What follows belongs to an exercise in optimizing a design on an open flow for small area and a short achievable clock period; a production flow would make more cautious choices. RTL that was checked went through simulation tests only; none was proved equivalent to the original. No activity file was given, so power comes from the tool's default toggle rates.

==> module stored_sequencer, before the edit <==
module stored_sequencer (
	input  logic        clk,
	input  logic        rst_n,
	input  logic        a_hdr,
	input  logic        a_dat,
	input  logic [1:0]  a_ra,
	input  logic        a_trl,
	input  logic [31:0] a_word,
	output logic [2:0]  b_n,             
	output logic        b_last,          
	output logic        b_bf,            
	output logic [31:0] b_lanes          
);
	logic        st_crc_q;               
	logic        st_isize_q;             
	logic [1:0]  pos_q;                  
	logic [15:0] isize_lo_q;             
	logic        isize_c_q;
	logic [15:0] isize_hi_q;
	logic [31:0] crc_value;
	logic [31:0] g;                      
	logic [2:0]  n_c;
	logic [16:0] lo_sum;
	logic [1:0]  rot;
	crc32_engine crc32_engine_i (
		.clk       (clk),
		.rst_n     (rst_n),
		.crc_valid (a_dat),
		.crc_data  (a_word),
		.crc_ra    (a_ra),
		.crc_out   (crc_value)
	);
	always_comb begin
		if (a_hdr)
			g = {~a_word[7:0], a_word[15:8], a_word[7:0], ~a_word[15:8]};
		else if (a_dat)
			g = a_word;
		else if (st_crc_q)
			g = crc_value;
		else
			g = {isize_hi_q, isize_lo_q};
	end
	always_comb begin
		if (a_hdr)
			n_c = 3'd5;
		else if (a_dat)
			n_c = {a_ra == 2'd0, 2'd0 - a_ra};
		else if (st_crc_q | st_isize_q)
			n_c = 3'd4;
		else
			n_c = 3'd0;
	end
	assign rot = pos_q - (a_ra & {2{a_dat}});
	assign lo_sum = {1'b0, isize_lo_q} + {1'b0, a_word[15:0] & {16{a_hdr}}};
	always_ff @(posedge clk or negedge rst_n) begin
		if (!rst_n) begin
			st_crc_q   <= 1'b0;
			st_isize_q <= 1'b0;
			pos_q      <= '0;
			isize_lo_q <= '0;
			isize_c_q  <= 1'b0;
			isize_hi_q <= '0;
			b_n        <= '0;
			b_last     <= 1'b0;
		end else begin
			st_crc_q   <= a_trl;
			st_isize_q <= st_crc_q;
			pos_q      <= pos_q + n_c[1:0];            
			isize_lo_q <= lo_sum[15:0];
			isize_c_q  <= lo_sum[16];
			isize_hi_q <= isize_hi_q + {15'b0, isize_c_q};
			b_n        <= n_c;
			b_last     <= st_isize_q;
		end
	end
	always_ff @(posedge clk) begin
		b_bf    <= a_word[24];
		case (rot)
			2'd0: b_lanes <= g;
			2'd1: b_lanes <= {g[23:0], g[31:24]};
			2'd2: b_lanes <= {g[15:0], g[31:16]};
			2'd3: b_lanes <= {g[7:0],  g[31:8]};
		endcase
	end
endmodule
==> module bit_packer, before the edit <==
module bit_packer (
	input  logic        clk,
	input  logic        rst_n,
	input  logic [2:0]  b_n,
	input  logic        b_last,
	input  logic        b_bf,
	input  logic [31:0] b_lanes,
	output logic        out_valid,
	output logic [31:0] out_word,
	output logic        out_last,
	output logic [2:0]  out_bytes,
	output logic        done
);
	logic [2:0]  cnt_q;          
	logic        drain_q;        
	logic [31:0] acc_q;          
	logic [3:0]  cnt_in;
	logic        last_seen;
	logic        emit;
	logic        emit_last;
	logic        hdr;
	logic [3:0]  sel_acc;        
	logic [3:0]  sel_fld;        
	logic [3:0]  sel_bf;         
	logic [31:0] word_c;
	assign cnt_in    = {1'b0, cnt_q} + {1'b0, b_n};
	assign last_seen = drain_q | b_last;
	assign emit      = (cnt_in >= 4'd4) | (last_seen & (cnt_in != '0));
	assign emit_last = last_seen & (cnt_in != '0) & (cnt_in <= 4'd4);
	assign hdr       = (b_n == 3'd5);
	always_comb begin
		for (int j = 0; j < 4; j++) begin
			sel_acc[j] = (cnt_q > 3'(j));
			sel_fld[j] = ~sel_acc[j] & (b_n != '0);
			sel_bf[j]  = hdr & (cnt_q[1:0] == 2'(j));
		end
		for (int j = 0; j < 4; j++) begin
			word_c[j*8 +: 8] = ({8{sel_acc[j]}} & acc_q[j*8 +: 8])
			                 | ({8{sel_fld[j] & ~sel_bf[j]}} & b_lanes[j*8 +: 8])
			                 | {7'b0, sel_bf[j] & b_bf};
		end
	end
	always_ff @(posedge clk or negedge rst_n) begin
		if (!rst_n) begin
			cnt_q     <= '0;
			drain_q   <= 1'b0;
			out_valid <= 1'b0;
			done      <= 1'b0;
		end else begin
			out_valid <= emit;
			drain_q   <= last_seen & ~emit_last;
			done      <= done | emit_last;
			if (emit)
				cnt_q <= emit_last ? '0 : 3'(cnt_in - 4'd4);
			else
				cnt_q <= 3'(cnt_in);
		end
	end
	always_ff @(posedge clk) begin
		out_last  <= emit_last;
		out_bytes <= emit_last ? 3'(cnt_in) : 3'd4;
		out_word  <= word_c;
		for (int j = 0; j < 4; j++)
			if (emit | ~sel_acc[j])
				acc_q[j*8 +: 8] <= b_lanes[j*8 +: 8];
	end
endmodule
make LEC_CHECK=0 CAP_MARGIN=20 CORE_MARGIN=2 CORE_UTILIZATION=40 SLEW_MARGIN=20 finish   # period 6.0 ns
run.sh (not shown) runs the stock make flow with config.mk's settings and CLKGATE_MAP_FILE= SYNTH_SCRIPT=/design/flow/synth_recipe.tcl, a recipe that flattens the netlist after the stock synthesis.
==> next run, changes <==
--- a/flow/design.v
+++ b/flow/design.v
@@ -196,13 +196,13 @@
 		else if (st_crc_q | st_isize_q)
 			n_c = 3'd4;
 		else
 			n_c = 3'd0;
 	end
 	assign rot = pos_q - (a_ra & {2{a_dat}});
-	assign lo_sum = {1'b0, isize_lo_q} + {1'b0, a_word[15:0] & {16{a_hdr}}};
+	assign lo_sum = {1'b0, isize_lo_q} + {1'b0, a_word[15:0]};
 	always_ff @(posedge clk or negedge rst_n) begin
 		if (!rst_n) begin
 			st_crc_q   <= 1'b0;
 			st_isize_q <= 1'b0;
 			pos_q      <= '0;
 			isize_lo_q <= '0;
@@ -211,14 +211,15 @@
 			b_n        <= '0;
 			b_last     <= 1'b0;
 		end else begin
 			st_crc_q   <= a_trl;
 			st_isize_q <= st_crc_q;
 			pos_q      <= pos_q + n_c[1:0];            
-			isize_lo_q <= lo_sum[15:0];
-			isize_c_q  <= lo_sum[16];
+			if (a_hdr)
+				isize_lo_q <= lo_sum[15:0];
+			isize_c_q  <= a_hdr & lo_sum[16];
 			isize_hi_q <= isize_hi_q + {15'b0, isize_c_q};
 			b_n        <= n_c;
 			b_last     <= st_isize_q;
 		end
 	end
 	always_ff @(posedge clk) begin
@@ -244,13 +245,14 @@
 	output logic        out_last,
 	output logic [2:0]  out_bytes,
 	output logic        done
 );
 	logic [2:0]  cnt_q;          
 	logic        drain_q;        
-	logic [31:0] acc_q;          
+	logic [31:0] ovf_q;          
+	logic [31:0] held;           
 	logic [3:0]  cnt_in;
 	logic        last_seen;
 	logic        emit;
 	logic        emit_last;
 	logic        hdr;
 	logic [3:0]  sel_acc;        
@@ -265,14 +267,15 @@
 	always_comb begin
 		for (int j = 0; j < 4; j++) begin
 			sel_acc[j] = (cnt_q > 3'(j));
 			sel_fld[j] = ~sel_acc[j] & (b_n != '0);
 			sel_bf[j]  = hdr & (cnt_q[1:0] == 2'(j));
 		end
+		held = out_valid ? ovf_q : out_word;
 		for (int j = 0; j < 4; j++) begin
-			word_c[j*8 +: 8] = ({8{sel_acc[j]}} & acc_q[j*8 +: 8])
+			word_c[j*8 +: 8] = ({8{sel_acc[j]}} & held[j*8 +: 8])
 			                 | ({8{sel_fld[j] & ~sel_bf[j]}} & b_lanes[j*8 +: 8])
 			                 | {7'b0, sel_bf[j] & b_bf};
 		end
 	end
 	always_ff @(posedge clk or negedge rst_n) begin
 		if (!rst_n) begin
@@ -291,15 +294,13 @@
 		end
 	end
 	always_ff @(posedge clk) begin
 		out_last  <= emit_last;
 		out_bytes <= emit_last ? 3'(cnt_in) : 3'd4;
 		out_word  <= word_c;
-		for (int j = 0; j < 4; j++)
-			if (emit | ~sel_acc[j])
-				acc_q[j*8 +: 8] <= b_lanes[j*8 +: 8];
+		ovf_q     <= b_lanes;
 	end
 endmodule
 `timescale 1ns/1ps
 module deflate_stored_top (
 	input  logic                        clk,
 	input  logic                        rst_n,
Outcome:
- setup slack got worse by 99 ps
- cell area decreases by 2.6%
- first-iteration DRC count decreases by about 3%
- core utilization is about the same
- global-route usage stays flat
- critical path depth is unchanged
- die area decreases by about 2.7%
No run of this note included a check of the RTL's function; only the layout flow was run.

Another version of the RTL of deflate_stored_top (not shown whole).
Size in the first run: about 1,500 cells after synthesis, about 250 flip-flops, about 0.015 mm^2 of cells after synthesis.
clock: 6.0 ns
lec_check: 0
cap_margin: 20
core_margin: 2
core_utilization: 40
setup_slack_margin: 3.5
slew_margin: 20
The first run finished clean.
Rerun with:
--- a/flow/design.v
+++ b/flow/design.v
@@ -24,26 +24,26 @@
 	logic        ended_q;        
 	logic        final_q;        
 	logic [15:0] bytes_left;     
 	logic        accept;
 	logic        block_end;
 	logic        is_final;
-	logic        last_q;         
-	logic [3:0]  ra_oh;
+	logic        bl_le4;
 	logic [31:0] word_up;
 	assign accept    = word_valid & ~a_hdr & ~ended_q;    
-	assign block_end = in_data_q ? last_q : (word[15:0] == '0);
+	assign bl_le4    = (bytes_left[15:3] == '0) & ~(bytes_left[2] & (bytes_left[1:0] != 2'b00));
+	assign block_end = in_data_q ? bl_le4 : (word[15:0] == '0);
 	assign is_final  = in_data_q ? final_q : word[24];
-	assign ra = {bytes_left[1] ^ bytes_left[0], bytes_left[0]} & {2{in_data_q & last_q}};   
+	assign ra = (2'd0 - bytes_left[1:0]) & {2{in_data_q & bl_le4}};
 	always_comb begin
-		for (int r = 0; r < 4; r++)
-			ra_oh[r] = (ra == 2'(r));
-		word_up = ({32{ra_oh[0]}} & word)
-		        | ({32{ra_oh[1]}} & {word[23:0], 8'b0})
-		        | ({32{ra_oh[2]}} & {word[15:0], 16'b0})
-		        | ({32{ra_oh[3]}} & {word[7:0],  24'b0});
+		case (ra)
+			2'd0: word_up = word;
+			2'd1: word_up = {word[23:0], 8'b0};
+			2'd2: word_up = {word[15:0], 16'b0};
+			2'd3: word_up = {word[7:0],  24'b0};
+		endcase
 	end
 	always_ff @(posedge clk or negedge rst_n) begin
 		if (!rst_n) begin
 			in_data_q      <= 1'b0;
 			ended_q        <= 1'b0;
 			a_hdr          <= 1'b0;
@@ -53,13 +53,13 @@
 			protocol_error <= 1'b0;
 		end else begin
 			a_hdr <= accept & ~in_data_q;
 			a_dat <= accept & in_data_q;
 			a_trl <= accept & block_end & is_final;
 			for (int r = 0; r < 4; r++)
-				a_sel[r] <= accept & in_data_q & ra_oh[r];
+				a_sel[r] <= accept & in_data_q & (ra == 2'(r));
 			if (word_valid & ~accept)
 				protocol_error <= 1'b1;
 			if (accept) begin
 				in_data_q <= ~block_end;
 				ended_q   <= block_end & is_final;
 			end
@@ -67,17 +67,15 @@
 	end
 	always_ff @(posedge clk) begin
 		a_word <= word_up;
 		if (accept) begin
 			if (in_data_q) begin
 				bytes_left[15:2] <= bytes_left[15:2] - 14'd1;
-				last_q           <= (bytes_left[15:4] == '0) & ~(bytes_left[3] & (bytes_left[2:0] != 3'b000));
 			end else begin
 				bytes_left <= word[15:0];
 				final_q    <= word[24];
-				last_q     <= (word[15:3] == '0) & ~(word[2] & (word[1:0] != 2'b00));
 			end
 		end
 	end
 	assign a_ra = {a_sel[2] | a_sel[3], a_sel[1] | a_sel[3]};
 endmodule
 `timescale 1ns/1ps
@@ -201,18 +199,13 @@
 			n_c = {a_ra == 2'd0, 2'd0 - a_ra};
 		else if (st_crc_q | st_isize_q)
 			n_c = 3'd4;
 		else
 			n_c = 3'd0;
 	end
-	always_comb begin
-		logic [1:0] p, m;
-		p = {pos_q[1] ^ (pos_q[0] & a_hdr), pos_q[0] ^ a_hdr};
-		m = {a_ra[1] ^ ra_next[1] ^ (a_ra[0] & ra_next[0]), a_ra[0] ^ ra_next[0]};
-		rot_next = {p[1] ^ m[1] ^ (~p[0] & m[0]), p[0] ^ m[0]};
-	end
+	assign rot_next = pos_q + {1'b0, a_hdr} - a_ra - ra_next;
 	assign lo_sum = {1'b0, isize_lo_q} + {1'b0, a_word[15:0]};
 	always_ff @(posedge clk or negedge rst_n) begin
 		if (!rst_n) begin
 			st_crc_q   <= 1'b0;
 			st_isize_q <= 1'b0;
 			pos_q      <= '0;
@@ -221,13 +214,13 @@
 			isize_hi_q <= '0;
 			b_n        <= '0;
 			b_last     <= 1'b0;
 		end else begin
 			st_crc_q   <= a_trl;
 			st_isize_q <= st_crc_q;
-			pos_q      <= {pos_q[1] ^ (pos_q[0] & a_hdr), pos_q[0] ^ a_hdr} - a_ra;   
+			pos_q      <= pos_q + n_c[1:0];            
 			if (a_hdr)
 				isize_lo_q <= lo_sum[15:0];
 			isize_c_q  <= a_hdr & lo_sum[16];
 			isize_hi_q <= isize_hi_q + {15'b0, isize_c_q};
 			b_n        <= n_c;
 			b_last     <= st_isize_q;
@@ -258,13 +251,12 @@
 	output logic        done
 );
 	logic [2:0]  cnt_q;          
 	logic        drain_q;        
 	logic [31:0] ovf_q;          
 	logic [31:0] held;           
-	logic        emitted_q;      
 	logic [3:0]  cnt_in;
 	logic        last_seen;
 	logic        emit;
 	logic        emit_last;
 	logic        hdr;
 	logic [3:0]  sel_acc;        
@@ -279,13 +271,13 @@
 	always_comb begin
 		for (int j = 0; j < 4; j++) begin
 			sel_acc[j] = (cnt_q > 3'(j));
 			sel_fld[j] = ~sel_acc[j] & (b_n != '0);
 			sel_bf[j]  = hdr & (cnt_q[1:0] == 2'(j));
 		end
-		held = emitted_q ? ovf_q : out_word;
+		held = out_valid ? ovf_q : out_word;
 		for (int j = 0; j < 4; j++) begin
 			word_c[j*8 +: 8] = ({8{sel_acc[j]}} & held[j*8 +: 8])
 			                 | ({8{sel_fld[j] & ~sel_bf[j]}} & b_lanes[j*8 +: 8])
 			                 | {7'b0, sel_bf[j] & b_bf};
 		end
 	end
@@ -307,13 +299,12 @@
 	end
 	always_ff @(posedge clk) begin
 		out_last  <= emit_last;
 		out_bytes <= emit_last ? 3'(cnt_in) : 3'd4;
 		out_word  <= word_c;
 		ovf_q     <= b_lanes;
-		emitted_q <= emit;
 	end
 endmodule
 `timescale 1ns/1ps
 module deflate_stored_top (
 	input  logic                        clk,
 	input  logic                        rst_n,
Outcome:
- critical path depth shrinks by 2
- area after synthesis shrinks slightly
- global-route usage shrinks by 1.1 points
- clock power shrinks by a little under a tenth
- via count shrinks slightly
- core utilization shrinks by 2.1 points
- fmax shrinks by roughly a tenth
No functional check of the RTL was part of any run of this note.

rev 12:
deflate_stored_top, a different RTL version from the one above (not shown whole).
Size in the first run: about 1500 cells after synthesis, roughly 250 flip-flops, ~74 I/O pins, ~0.014 sq mm of cells after synthesis.
==> flow/design.v (excerpt) <==
module deflate_stored_top (
	input  logic                        clk,
	input  logic                        rst_n,
	input  logic                        word_valid,
	input  logic [32-1:0]  word,           
	output logic                        out_valid,
	output logic [32-1:0]  out_word,
	output logic                        out_last,
	output logic [3-1:0] out_bytes,
	output logic                        done,
	output logic                        protocol_error
);
Settings: LEC_CHECK=0, CAP_MARGIN=20, CORE_MARGIN=2, CORE_UTILIZATION=40, CTS_CLUSTER_DIAMETER=80, CTS_CLUSTER_SIZE=24, SETUP_SLACK_MARGIN=3.5, SLEW_MARGIN=20, TNS_END_PERCENT=5; clock period 6.0 ns.
standard.sh (not shown) runs the stock make flow with config.mk's settings and CLKGATE_MAP_FILE= SYNTH_SCRIPT=/design/flow/synth_recipe.tcl, a recipe that flattens the netlist after the stock synthesis.
==> flow/flow/run.sh <==
#!/bin/bash
# The standard layout, with the port buffers made of plain buffers instead of the
# slow delay buffers buffer_ports picks by default. Every port still gets its buffer.
set -euo pipefail
export BUFFER_PORTS_ARGS="-buffer_cell sky130_fd_sc_hd__buf_2"
bash standard.sh > standard.log 2>&1
For rev 13, these inputs were changed with respect to rev 12:
-- flow/design.v --
<<< rev 12, line 16
	output logic [1:0]  a_ra,            
	output logic [3:0]  a_sel,           
	output logic        a_crcv,          
	output logic        a_trl,           
	output logic [31:0] a_word,          
>>> rev 13, line 16
	output logic [1:0]  a_ra,            
	output logic [3:0]  a_sel,           
	output logic        a_trl,           
	output logic [31:0] a_word,          
<<< rev 12, line 53
			a_dat          <= 1'b0;
			a_trl          <= 1'b0;
			a_ra           <= '0;
			protocol_error <= 1'b0;
		end else begin
>>> rev 13, line 52
			a_dat          <= 1'b0;
			a_trl          <= 1'b0;
			a_sel          <= '0;
			protocol_error <= 1'b0;
		end else begin
<<< rev 12, line 59
			a_dat <= accept & in_data_q;
			a_trl <= accept & block_end & is_final;
			a_ra  <= ra & {2{accept & in_data_q}};
			if (word_valid & ~accept)
				protocol_error <= 1'b1;
>>> rev 13, line 58
			a_dat <= accept & in_data_q;
			a_trl <= accept & block_end & is_final;
			for (int r = 0; r < 4; r++)
				a_sel[r] <= accept & in_data_q & ra_oh[r];
			if (word_valid & ~accept)
				protocol_error <= 1'b1;
<<< rev 12, line 69
	end
	always_ff @(posedge clk) begin
		for (int r = 0; r < 4; r++)
			a_sel[r] <= accept & in_data_q & ra_oh[r];
		a_crcv <= accept & in_data_q;
		a_word <= word_up;
		a_bf   <= word[24];
		bytes_left[15:2] <= (accept & ~in_data_q) ? word[15:2] : bytes_left[15:2] - {13'd0, accept & in_data_q};
		if (accept) begin
			if (in_data_q) begin
				last_q     <= (bytes_left[15:4] == '0) & ~(bytes_left[3] & (bytes_left[2:0] != 3'b000));
			end else begin
				bytes_left[1:0] <= word[1:0];
				final_q    <= word[24];
				last_q     <= (word[15:3] == '0) & ~(word[2] & (word[1:0] != 2'b00));
>>> rev 13, line 69
	end
	always_ff @(posedge clk) begin
		a_word <= word_up;
		a_bf   <= word[24];
		if (accept) begin
			if (in_data_q) begin
				bytes_left[15:2] <= bytes_left[15:2] - 14'd1;
				last_q           <= (bytes_left[15:4] == '0) & ~(bytes_left[3] & (bytes_left[2:0] != 3'b000));
			end else begin
				bytes_left <= word[15:0];
				final_q    <= word[24];
				last_q     <= (word[15:3] == '0) & ~(word[2] & (word[1:0] != 2'b00));
<<< rev 12, line 85
		end
	end
endmodule
`timescale 1ns/1ps
>>> rev 13, line 82
		end
	end
	assign a_ra = {a_sel[2] | a_sel[3], a_sel[1] | a_sel[3]};
endmodule
`timescale 1ns/1ps
<<< rev 12, line 229
	input  logic [1:0]  a_ra,
	input  logic [3:0]  a_sel,
	input  logic        a_crcv,
	input  logic [1:0]  ra_next,         
	input  logic        a_trl,
>>> rev 13, line 227
	input  logic [1:0]  a_ra,
	input  logic [3:0]  a_sel,
	input  logic [1:0]  ra_next,         
	input  logic        a_trl,
<<< rev 12, line 258
		.clk       (clk),
		.rst_n     (rst_n),
		.crc_valid (a_crcv),
		.crc_data  (a_word),
		.crc_sel   (a_sel),
>>> rev 13, line 255
		.clk       (clk),
		.rst_n     (rst_n),
		.crc_valid (a_dat),
		.crc_data  (a_word),
		.crc_sel   (a_sel),
<<< rev 12, line 404
	logic [1:0]  a_ra;
	logic [3:0]  a_sel;
	logic        a_crcv;
	logic [1:0]  ra_next;
	logic [31:0] a_word;
>>> rev 13, line 401
	logic [1:0]  a_ra;
	logic [3:0]  a_sel;
	logic [1:0]  ra_next;
	logic [31:0] a_word;
<<< rev 12, line 420
		.a_ra            (a_ra),
		.a_sel           (a_sel),
		.a_crcv          (a_crcv),
		.ra              (ra_next),
		.a_trl          (a_trl),
>>> rev 13, line 416
		.a_ra            (a_ra),
		.a_sel           (a_sel),
		.ra              (ra_next),
		.a_trl          (a_trl),
<<< rev 12, line 434
		.a_ra     (a_ra),
		.a_sel    (a_sel),
		.a_crcv   (a_crcv),
		.ra_next  (ra_next),
		.a_trl   (a_trl),
>>> rev 13, line 429
		.a_ra     (a_ra),
		.a_sel    (a_sel),
		.ra_next  (ra_next),
		.a_trl   (a_trl),
==> comparison <==
Of rev 13 and rev 12, rev 13 shows the lower cell count, with rev 12 above it. Critical path's slowest cell = sky130_fd_sc_hd__dfxtp_1: rev 13; critical path's slowest cell = sky130_fd_sc_hd__or3_4: rev 12. Of the two candidates, rev 12 has the worse post-route minimum period and rev 13 the better one. NOTE: relative max-transition margin in rev 13 falls short of that of rev 12. On initial cell density of the core, rev 13 and rev 12 are neck and neck. Measured against each other, rev 13 and rev 12 differ in starting DRC count in detailed routing, the lower figure coming from rev 12.
For rev 13, only the layout was checked, not whether the RTL still works.

[port drivers added, routing unchanged]
In the flow no input, the clock included, has a driving cell. The finished layouts below were timed again as built, in two steps.
Step 1 sets driving cells, clkbuf_16 on the clock port and buf_2 on the other inputs (assumed; they add their load-dependent delay and slew).
Step 2 also shifts input and output timing later by t, the mid clock arrival at the registers, as if the neighbouring blocks saw the same clock.
Slacks: ideal / step 1 / step 2; pairs: ideal / step 1.
run	shift t [ns]	setup WS [ns]	worst setup path at the end	worst slew at a driven data input, ns	cell pins on the clock port's net
the first run of note 1	0.610	2.194 / 2.194 / 2.194	register to register	0.04	1
the second run of note 1	0.601	2.096 / 2.096 / 2.096	register to register	0.04	1
the first run of note 2	0.609	3.385 / 3.385 / 3.074	input to register	0.04	1
the second run of note 2	0.606	2.973 / 2.973 / 2.973	register to register	0.04	1
rev 12	0.552	3.256 / 3.268 / 2.716	input to register	0.04	1
rev 13	0.564	3.266 / 3.266 / 3.056	input to register	0.04	1
After both steps every run listed still meets setup and hold. For rev 12, which loses most, drivers alone change the setup slack by +0.012 ns; drivers and shift together by -0.540 ns.
